From an optimization exercise on the open Yosys and OpenROAD flow, aimed at small area, a short achievable clock period and few clock cycles per item; shortcuts taken in it are not production practice.
Function was checked by simulation only, so behaviour that the tests miss may differ from the original.
Power is estimated from default activity; no workload was simulated.

## flow/design.v

```verilog
package skt_pkg;
  localparam int unsigned CAPACITY_DEF     = 64;
  localparam int unsigned PAYLOAD_BITS_DEF = 16;
  localparam int unsigned KEY_BITS         = 32;
  localparam int unsigned PAY_PORT_BITS    = 16;
  localparam int unsigned COUNT_PORT_BITS  = 7;
  localparam logic [1:0] OP_INSERT = 2'd0;
  localparam logic [1:0] OP_LOOKUP = 2'd1;
  localparam logic [1:0] OP_REMOVE = 2'd2;
  typedef enum logic [1:0] {
    ST_OK        = 2'd0,
    ST_NOT_FOUND = 2'd1,
    ST_FULL      = 2'd2
  } status_e;
  typedef struct packed {
    logic [1:0]                 op;
    logic signed [KEY_BITS-1:0] key;
    logic [PAY_PORT_BITS-1:0]   payload;
  } skt_cmd_t;
  typedef struct packed {
    logic [1:0]                 status;
    logic                       found;
    logic [PAY_PORT_BITS-1:0]   found_payload;
    logic [COUNT_PORT_BITS-1:0] entry_count;
  } skt_res_t;
  typedef enum logic [2:0] {
    IDX_HOLD  = 3'd0,
    IDX_COUNT = 3'd1,
    IDX_ZERO  = 3'd2,
    IDX_INC   = 3'd3,
    IDX_DEC   = 3'd4
  } idx_op_e;
  typedef enum logic [1:0] {
    OFF_ZERO = 2'd0,
    OFF_DOWN = 2'd1,
    OFF_UP   = 2'd2
  } rd_off_e;
  typedef enum logic {
    WR_NEW  = 1'b0,
    WR_MOVE = 1'b1
  } wr_sel_e;
  typedef struct packed {
    logic    latch_in;
    idx_op_e idx_op;
    rd_off_e rd_off;
    logic    wr_en;
    wr_sel_e wr_sel;
    logic    cnt_inc;
    logic    cnt_dec;
    logic    res_ld;
    status_e res_status;
    logic    res_found;
  } skt_ctl_t;
  typedef struct packed {
    logic [1:0] in_op;
    logic [1:0] op_q;
    logic       count_zero;
    logic       count_full;
    logic       ins_move;
    logic       key_match;
    logic       idx_one;
    logic       last_srch;
    logic       last_del;
  } skt_sts_t;
endpackage
module skt_ctrl
(
  input  logic     clk_i,
  input  logic     rst_ni,
  input  logic     start,
  output logic     busy,
  output logic     result_valid_o,
  input  skt_pkg::skt_sts_t sts_i,
  output skt_pkg::skt_ctl_t ctl_o
);
  typedef enum logic [5:0] {
    S_IDLE = 6'b000001,
    S_INS  = 6'b000010,
    S_PUT  = 6'b000100,
    S_SRCH = 6'b001000,
    S_DEL  = 6'b010000,
    S_RESP = 6'b100000
  } state_e;
  state_e state_q, state_d;
  always_comb begin
    state_d           = state_q;
    ctl_o             = '0;
    ctl_o.idx_op      = skt_pkg::IDX_HOLD;
    ctl_o.rd_off      = skt_pkg::OFF_ZERO;
    ctl_o.wr_sel      = skt_pkg::WR_NEW;
    ctl_o.res_status  = skt_pkg::ST_OK;
    unique case (state_q)
      S_IDLE: begin
        if (start) begin
          ctl_o.latch_in = 1'b1;
          unique case (sts_i.in_op)
            skt_pkg::OP_INSERT: begin
              ctl_o.idx_op = skt_pkg::IDX_COUNT;
              if (sts_i.count_full) begin
                ctl_o.res_ld     = 1'b1;
                ctl_o.res_status = skt_pkg::ST_FULL;
                state_d          = S_RESP;
              end else if (sts_i.count_zero) begin
                state_d = S_PUT;
              end else begin
                state_d = S_INS;
              end
            end
            skt_pkg::OP_LOOKUP, skt_pkg::OP_REMOVE: begin
              ctl_o.idx_op = skt_pkg::IDX_ZERO;
              if (sts_i.count_zero) begin
                ctl_o.res_ld     = 1'b1;
                ctl_o.res_status = skt_pkg::ST_NOT_FOUND;
                state_d          = S_RESP;
              end else begin
                state_d = S_SRCH;
              end
            end
            default: begin
              ctl_o.res_ld = 1'b1;
              state_d      = S_RESP;
            end
          endcase
        end
      end
      S_INS: begin
        ctl_o.wr_en = 1'b1;
        if (sts_i.ins_move) begin
          ctl_o.wr_sel = skt_pkg::WR_MOVE;
          ctl_o.idx_op = skt_pkg::IDX_DEC;
          if (sts_i.idx_one) begin
            state_d = S_PUT;
          end
        end else begin
          ctl_o.cnt_inc = 1'b1;
          ctl_o.res_ld  = 1'b1;
          state_d       = S_RESP;
        end
      end
      S_PUT: begin
        ctl_o.wr_en   = 1'b1;
        ctl_o.cnt_inc = 1'b1;
        ctl_o.res_ld  = 1'b1;
        state_d       = S_RESP;
      end
      S_SRCH: begin
        if (sts_i.key_match) begin
          ctl_o.res_ld    = 1'b1;
          ctl_o.res_found = 1'b1;
          if (sts_i.op_q == skt_pkg::OP_REMOVE && !sts_i.last_srch) begin
            state_d = S_DEL;
          end else begin
            ctl_o.cnt_dec = (sts_i.op_q == skt_pkg::OP_REMOVE);
            state_d       = S_RESP;
          end
        end else if (sts_i.last_srch) begin
          ctl_o.res_ld     = 1'b1;
          ctl_o.res_status = skt_pkg::ST_NOT_FOUND;
          state_d          = S_RESP;
        end else begin
          ctl_o.idx_op = skt_pkg::IDX_INC;
        end
      end
      S_DEL: begin
        ctl_o.wr_en  = 1'b1;
        ctl_o.wr_sel = skt_pkg::WR_MOVE;
        ctl_o.idx_op = skt_pkg::IDX_INC;
        if (sts_i.last_del) begin
          ctl_o.cnt_dec = 1'b1;
          state_d       = S_RESP;
        end
      end
      S_RESP: begin
        state_d = S_IDLE;
      end
      default: begin
        state_d = S_IDLE;
      end
    endcase
    unique case (state_d)
      S_INS:   ctl_o.rd_off = skt_pkg::OFF_DOWN;
      S_DEL:   ctl_o.rd_off = skt_pkg::OFF_UP;
      default: ctl_o.rd_off = skt_pkg::OFF_ZERO;
    endcase
  end
  always_ff @(posedge clk_i or negedge rst_ni) begin
    if (!rst_ni) begin
      state_q <= S_IDLE;
    end else begin
      state_q <= state_d;
    end
  end
  assign busy           = (state_q != S_IDLE);
  assign result_valid_o = (state_q == S_RESP);
endmodule
module skt_datapath
#(
  parameter int unsigned CAPACITY     = skt_pkg::CAPACITY_DEF,
  parameter int unsigned PAYLOAD_BITS = skt_pkg::PAYLOAD_BITS_DEF
) (
  input  logic     clk_i,
  input  logic     rst_ni,
  input  skt_pkg::skt_cmd_t cmd_i,
  input  skt_pkg::skt_ctl_t ctl_i,
  output skt_pkg::skt_sts_t sts_o,
  output skt_pkg::skt_res_t result_o
);
  localparam int unsigned AW = (CAPACITY > 1) ? $clog2(CAPACITY) : 1;
  localparam int unsigned CW = $clog2(CAPACITY + 1);
  localparam int unsigned SB = (PAYLOAD_BITS < skt_pkg::PAY_PORT_BITS) ? PAYLOAD_BITS : skt_pkg::PAY_PORT_BITS;
  logic signed [skt_pkg::KEY_BITS-1:0] key_mem [CAPACITY];
  logic [SB-1:0]              pay_mem [CAPACITY];
  logic [1:0]                 op_q;
  logic signed [skt_pkg::KEY_BITS-1:0] key_q;
  logic [SB-1:0]              pay_q;
  logic [CW-1:0]              idx_q, idx_d;
  logic [CW-1:0]              count_q;
  logic [CW-1:0]              rd_idx;
  logic signed [skt_pkg::KEY_BITS-1:0] rd_key_q;
  logic [SB-1:0]              rd_pay_q;
  logic signed [skt_pkg::KEY_BITS-1:0] wr_key;
  logic [SB-1:0]              wr_pay;
  logic [CW:0]                idx_p1, idx_p2;
  logic [1:0]                 status_q;
  logic                       found_q;
  logic [SB-1:0]              fpay_q;
  logic [skt_pkg::PAY_PORT_BITS+SB-1:0]     fpay_ext;
  logic [skt_pkg::COUNT_PORT_BITS+CW-1:0]   count_ext;
  always_ff @(posedge clk_i) begin
    if (ctl_i.latch_in) begin
      key_q <= cmd_i.key;
      pay_q <= cmd_i.payload[SB-1:0];
    end
  end
  always_ff @(posedge clk_i or negedge rst_ni) begin
    if (!rst_ni) begin
      op_q <= skt_pkg::OP_INSERT;
    end else if (ctl_i.latch_in) begin
      op_q <= cmd_i.op;
    end
  end
  always_comb begin
    case (ctl_i.idx_op)
      skt_pkg::IDX_COUNT: idx_d = count_q;
      skt_pkg::IDX_ZERO:  idx_d = '0;
      skt_pkg::IDX_INC:   idx_d = idx_q + CW'(1);
      skt_pkg::IDX_DEC:   idx_d = idx_q - CW'(1);
      default:   idx_d = idx_q;
    endcase
  end
  always_ff @(posedge clk_i or negedge rst_ni) begin
    if (!rst_ni) begin
      idx_q <= '0;
    end else begin
      idx_q <= idx_d;
    end
  end
  always_ff @(posedge clk_i or negedge rst_ni) begin
    if (!rst_ni) begin
      count_q <= '0;
    end else if (ctl_i.cnt_inc) begin
      count_q <= count_q + CW'(1);
    end else if (ctl_i.cnt_dec) begin
      count_q <= count_q - CW'(1);
    end
  end
  always_comb begin
    case (ctl_i.rd_off)
      skt_pkg::OFF_DOWN: rd_idx = idx_d - CW'(1);
      skt_pkg::OFF_UP:   rd_idx = idx_d + CW'(1);
      default:  rd_idx = idx_d;
    endcase
  end
  assign wr_key = (ctl_i.wr_sel == skt_pkg::WR_MOVE) ? rd_key_q : key_q;
  assign wr_pay = (ctl_i.wr_sel == skt_pkg::WR_MOVE) ? rd_pay_q : pay_q;
  always_ff @(posedge clk_i) begin
    if (ctl_i.wr_en) begin
      key_mem[idx_q[AW-1:0]] <= wr_key;
      pay_mem[idx_q[AW-1:0]] <= wr_pay;
    end
    rd_key_q <= key_mem[rd_idx[AW-1:0]];
    rd_pay_q <= pay_mem[rd_idx[AW-1:0]];
  end
  assign idx_p1 = {1'b0, idx_q} + (CW+1)'(1);
  assign idx_p2 = {1'b0, idx_q} + (CW+1)'(2);
  always_comb begin
    sts_o.in_op      = cmd_i.op;
    sts_o.op_q       = op_q;
    sts_o.count_zero = (count_q == '0);
    sts_o.count_full = (count_q == CW'(CAPACITY));
    sts_o.idx_one    = (idx_q == CW'(1));
    sts_o.ins_move   = sts_o.idx_one ? (key_q < rd_key_q) : (rd_key_q >= key_q);
    sts_o.key_match  = (rd_key_q == key_q);
    sts_o.last_srch  = (idx_p1 >= {1'b0, count_q});
    sts_o.last_del   = (idx_p2 >= {1'b0, count_q});
  end
  always_ff @(posedge clk_i) begin
    if (ctl_i.res_ld) begin
      status_q <= ctl_i.res_status;
      found_q  <= ctl_i.res_found;
      fpay_q   <= ctl_i.res_found ? rd_pay_q : '0;
    end
  end
  assign fpay_ext  = {skt_pkg::PAY_PORT_BITS'(0), fpay_q};
  assign count_ext = {skt_pkg::COUNT_PORT_BITS'(0), count_q};
  always_comb begin
    result_o.status        = status_q;
    result_o.found         = found_q;
    result_o.found_payload = fpay_ext[skt_pkg::PAY_PORT_BITS-1:0];
    result_o.entry_count   = count_ext[skt_pkg::COUNT_PORT_BITS-1:0];
  end
endmodule
module sorted_key_table_top
#(
  parameter int unsigned CAPACITY     = skt_pkg::CAPACITY_DEF,
  parameter int unsigned PAYLOAD_BITS = skt_pkg::PAYLOAD_BITS_DEF
) (
  input  logic     clk_i,
  input  logic     rst_ni,
  input  logic     start,
  output logic     busy,
  input  skt_pkg::skt_cmd_t cmd_i,
  output logic     result_valid_o,
  output skt_pkg::skt_res_t result_o
);
  skt_pkg::skt_ctl_t ctl;
  skt_pkg::skt_sts_t sts;
  skt_ctrl u_ctrl (
    .clk_i          (clk_i),
    .rst_ni         (rst_ni),
    .start          (start),
    .busy           (busy),
    .result_valid_o (result_valid_o),
    .sts_i          (sts),
    .ctl_o          (ctl)
  );
  skt_datapath #(
    .CAPACITY     (CAPACITY),
    .PAYLOAD_BITS (PAYLOAD_BITS)
  ) u_datapath (
    .clk_i    (clk_i),
    .rst_ni   (rst_ni),
    .cmd_i    (cmd_i),
    .ctl_i    (ctl),
    .sts_o    (sts),
    .result_o (result_o)
  );
endmodule
```

## flow/config.mk

```make
export PLATFORM = sky130hd
export DESIGN_NAME = sorted_key_table_top
export DESIGN_NICKNAME = sorted_key_table_top
export VERILOG_FILES = /design/flow/design.v
export SDC_FILE = /design/flow/constraint.sdc
export NUM_CORES = 4
export LEC_CHECK = 0
export CAP_MARGIN = 20
export CORE_MARGIN = 2
export CORE_UTILIZATION = 40
export SLEW_MARGIN = 20
```

## flow/run.sh

```bash
#!/bin/bash
# synth_recipe.tcl (not shown) runs the flow's synth.tcl, then flattens the netlist and writes it again
# the make line also repeats each setting of config.mk as NAME=value (left out here)
make -C /OpenROAD-flow-scripts/flow DESIGN_CONFIG=/design/flow/config.mk WORK_HOME=/design/flow/orfs CLKGATE_MAP_FILE= SYNTH_SCRIPT=/design/flow/synth_recipe.tcl finish
```

## flow/constraint.sdc

```tcl
create_clock -name core_clock -period 10.0 [get_ports {clk_i}]
set_input_delay 2.0000 -clock core_clock [delete_from_list [all_inputs] [get_ports {clk_i}]]
set_output_delay 2.0000 -clock core_clock [all_outputs]
set_load 0.01 [all_outputs]
```

==> impl_metrics.toml <==
[status]
status = "complete, no violations"

[cts]
cts.sinks = 3209
cts_buffers = 343
htree_num_levels = 5
ctsResizeCount = 0
cts_tree = "yes"
clock_latency_ns = 0.99
cts_setup_buffers = 0
root_buffer = "clkbuf_16"
path_clk_slew_ns = 0.06
ctsHoldBuffers = 0
clk_path_buf_depth = 4

[yosys]
synth_area_leaders = "edfxtp_1 (76%), mux4_2 (14%), mux2_2 (1.9%), a22oi_1 (1.2%), dfxtp_1 (0.78%)"
ys_warn_count = 2
ys.flop_type = "edfxtp_1"
synth_fa_ha_area_share_pct = 0.699
synth_top_family_by_area = "multiplexers"
ys_ff_latch = 3209
synthesis.nets = 5606
yosys-mux-area-fraction_pct = 15.9
synth-simple-area-share_pct = 1.96
yosys.cell_types.count = 75
synth_xor_xnor_area_share_pct = 0.147
synth_cells = 5485
syn_area_per_cell_um2 = 22.6
yosysTopAreaCell = "edfxtp_1"
postSynth.asyncResetShare_pct = 0.686
synth_edf_count = 3139
ys_seq_area_share_pct = 77.4
syn_area_um2 = 124000
synth_compound_area_share_pct = 2.47
yosysTopAreaCellShare_pct = 76.1

[timing]
layout_min_cycle_time_ns = 8.91
worstMarginPinSlew_ns = 1.20
hold_violations = 0
rsz0062_at_grt = "false"
setup_viol = 0
skew_ns = 0.0792
fmax_mhz = 112
post-route-period-util_pct = 89.1
slew_headroom_pct = 20.3
maxSlewViolCount = 0
finalSetupTns_ns = 0

[floorplanning]
dieWidth_um = 560
ioPinCount = 81
dieHeight_um = 560
rows = 204
die_area_um2 = 314000
coreArea_um2 = 308000
start_util_pct = 40.1

[grt]
overflow = 0
grt_pass1_wl_mm = 482
grt_pass1_vias = 60644
grt_usage_pct = 21.8
antenna_found_initial = 12
grt_max_degree = 153

[detailed_routing]
drt_iter0_markers = 8786
postRouteAntennaNets = 0
wl_mm = 347
vias_per_cell = 6.00
wl_per_cell_um = 34.0
firstDrtPassIters = 5
num_vias = 61144
drcViolationCount = 0

[place]
place_congestion = 0.833
numPortBuffers = 80
dpl.hpwl_mm = 183
place_inst = 9580

[worst_setup_path]
path_class = "register to register"
crit_path_start_kind = "register"
cp_max_fo = 60
worst_ep_required_time_ns = 10.86
critical_path_arrival_ns = 9.77
end_kind = "register"

[worst_hold_path]
hold_path_class = "register to register"

[final_layout]
synthToLayoutAreaGrowth_pct = 14.7
final_cells = 10193
nets = 5929
drive_above_1_share_pct = 29.7

[power]
internal_power_mw = 29.9
power_density_nw_per_um2 = 308
power_frac_seq_pct = 37.3
peakVddDrop_mv = 0.360
p_sw_share_pct = 31.6
p_switching_mw = 13.8
p_clk_share_pct = 28.1
leakagePower_nw = 44.4
p_comb_share_pct = 34.5

[flow_run]
drv_cap = 0
-- power groups by stage --
stage               clock network, mW  logic [mW]  registers [mW]
finish                           12.3        15.1            16.3
global route                     13.0        16.1            16.3
CTS                              12.5        15.2            16.3
detailed placement                  0        15.2            16.6
global placement                    0        15.0            16.6
floorplan                           0        10.7            16.6
-- per-layer routing --
| metal | share of wire (%) | GRT usage, % |
|---|---|---|
| met1 | 41 | 31.3 |
| met2 | 47 | 34.2 |
| met3 | 9.4 | 4.28 |
| met4 | 2.5 | 5.89 |
| met5 | 0 | 0 |
-- metrics by stage --
| step | instance area (um^2) | hold WS (ns) | setup slack [ns] | total power [mW] | util [%] |
|---|---|---|---|---|---|
| 5_1_grt | 142000 | 0.571 | 0.818 | 45.4 | 46.0 |
| 2_1_floorplan | 124000 | 0.442 | 3.63 | 27.3 | - |
| 4_1_cts | 142000 | 0.516 | 1.38 | 44.0 | 46.0 |
| 3_3_place_gp | 131000 | 0.460 | 1.63 | 31.6 | 42.4 |
| 6_report | 142000 | 0.523 | 1.09 | 43.8 | 46.0 |
| 3_5_place_dp | 131000 | 0.482 | 1.42 | 31.8 | 42.5 |
-- cell families (layout without fill, tap and decap cells) --
| kind of cell | Yosys count | after routing |
|---|---|---|
| flops | 3209 | 3209 |
| mux | 983 | 983 |
| compound gates | 445 | 445 |
| simple gates | 421 | 421 |
| buf+inv | 340 | 926 |
| fa+ha+maj | 68 | 68 |
| xor+xnor | 19 | 19 |
| other cells | 0 | 2 |
-- cell usage after synthesis, types with 21 or more instances --
library cell,n
edfxtp_1,3139
clkbuf_1,63
ha_1,66
mux4_2,768
and3_1,100
nor2_1,92
dfrtp_1,21
dfxtp_1,48
a22oi_1,194
nor4_2,30
buf_4,51
nor4_1,24
a21oi_1,39
inv_1,53
buf_2,143
o22ai_1,100
o21ai_0,54
and2_1,22
nand2_1,79
mux2_2,210
-- critical path, stage by stage, from the launching register on --
cell,delay (ns)
dfxtp_1,0.38
inv_1,0.12
ha_1,0.48
nand4_1,0.29
nor2_1,0.10
a221oi_1,0.91
a21boi_1,0.27
o32ai_4,0.73
nand2_1,0.35
o32ai_1,0.25
or3b_2,0.48
ha_1,0.56
clkinv_1,0.42
and3_1,0.33
o31ai_1,0.13
nand4_4,0.74
nor2_4,1.08
buf_12,0.40
a22oi_1,0.17
and3_1,0.22
nor4_2,0.20
-- registers in the layout, indices dropped and copies added (netlist names), 6 cells and up --
signal,cells
u_datapath.pay_mem,1024
u_datapath.key_mem,2048
u_datapath.key_q,32
u_ctrl.state_q,6
u_datapath.idx_q,7
u_datapath.count_q,7
u_datapath.rd_key_q,32
u_datapath.rd_pay_q,16
u_datapath.pay_q,16
u_datapath.fpay_q,16
-- worst paths after layout --
kind | start | to | slack [ns] | cells past startpoint
worst max-delay path | u_datapath.rd_key_q[31] | u_datapath.rd_key_q[17] | 1.09 | 20
worst min-delay path | u_datapath.op_q[1] | u_datapath.op_q[1] | 0.52 | 2
worst max register to register | u_datapath.rd_key_q[31] | u_datapath.rd_key_q[17] | 1.09 | 20
worst min register to register | u_datapath.op_q[1] | u_datapath.op_q[1] | 0.52 | 2
max in group asynchronous | rst_ni | u_datapath.idx_q[3] | 8.56 | 1
min in group asynchronous | rst_ni | u_datapath.op_q[1] | 1.04 | 1
-- cell usage in the layout, fill, tap and decap left out, drive strengths merged, types with 21 or more instances in the layout --
cell type,Yosys,routed
and2,22,22
clkbuf,64,430
clkdlybuf4s50,0,79
nand2,80,80
bufinv,0,25
o22ai,100,100
clkinv,1,135
a21oi,39,39
dfrtp,21,21
mux2,210,210
mux4,768,768
and3,100,100
nor4,54,54
edfxtp,3139,3139
a22oi,194,194
o21ai,56,56
inv,53,58
nor2,92,92
dfxtp,48,48
ha,66,66
buf,222,185
-- cell type report --
type                            count  area, um^2
Sequential cell                  3209       95800
Antenna cell                        2        5.00
Timing Repair Buffer              264        2710
Inverter                           54         204
Multi-Input combinational cell   1936       27300
Clock buffer                      430        9250
Fill cell                       25401      166000
Clock inverter                    178        1570
Tap cell                         4120        5150
Testbench counts, summed over its fixed seeds: cycles 439,069, ops 9,600.

separate check: timing with driven ports:
How much do the figures lean on ideal ports? The routed layout below was timed once more, with nothing changed but the port constraints. Step 1: set_driving_cell puts a clkbuf_16 on clk_i and a buf_2 on each other input, an assumption about the parent block. Step 2, shift: input delay + t, output delay - t, t = (earliest + latest rising clock arrival at the registers) / 2. This alone moves slack from input paths to output paths. Three values: no drivers, after step 1, after step 2; two values: the first two.
t, ns: 1.042
setup slack, ns: 1.090 / 1.090 / 1.090
hold slack, ns: 0.523 / 0.523 / 0.523
After both steps this run still meets setup and hold. For this run, drivers alone change the setup slack by 0.000 ns; drivers and shift together by 0.000 ns.
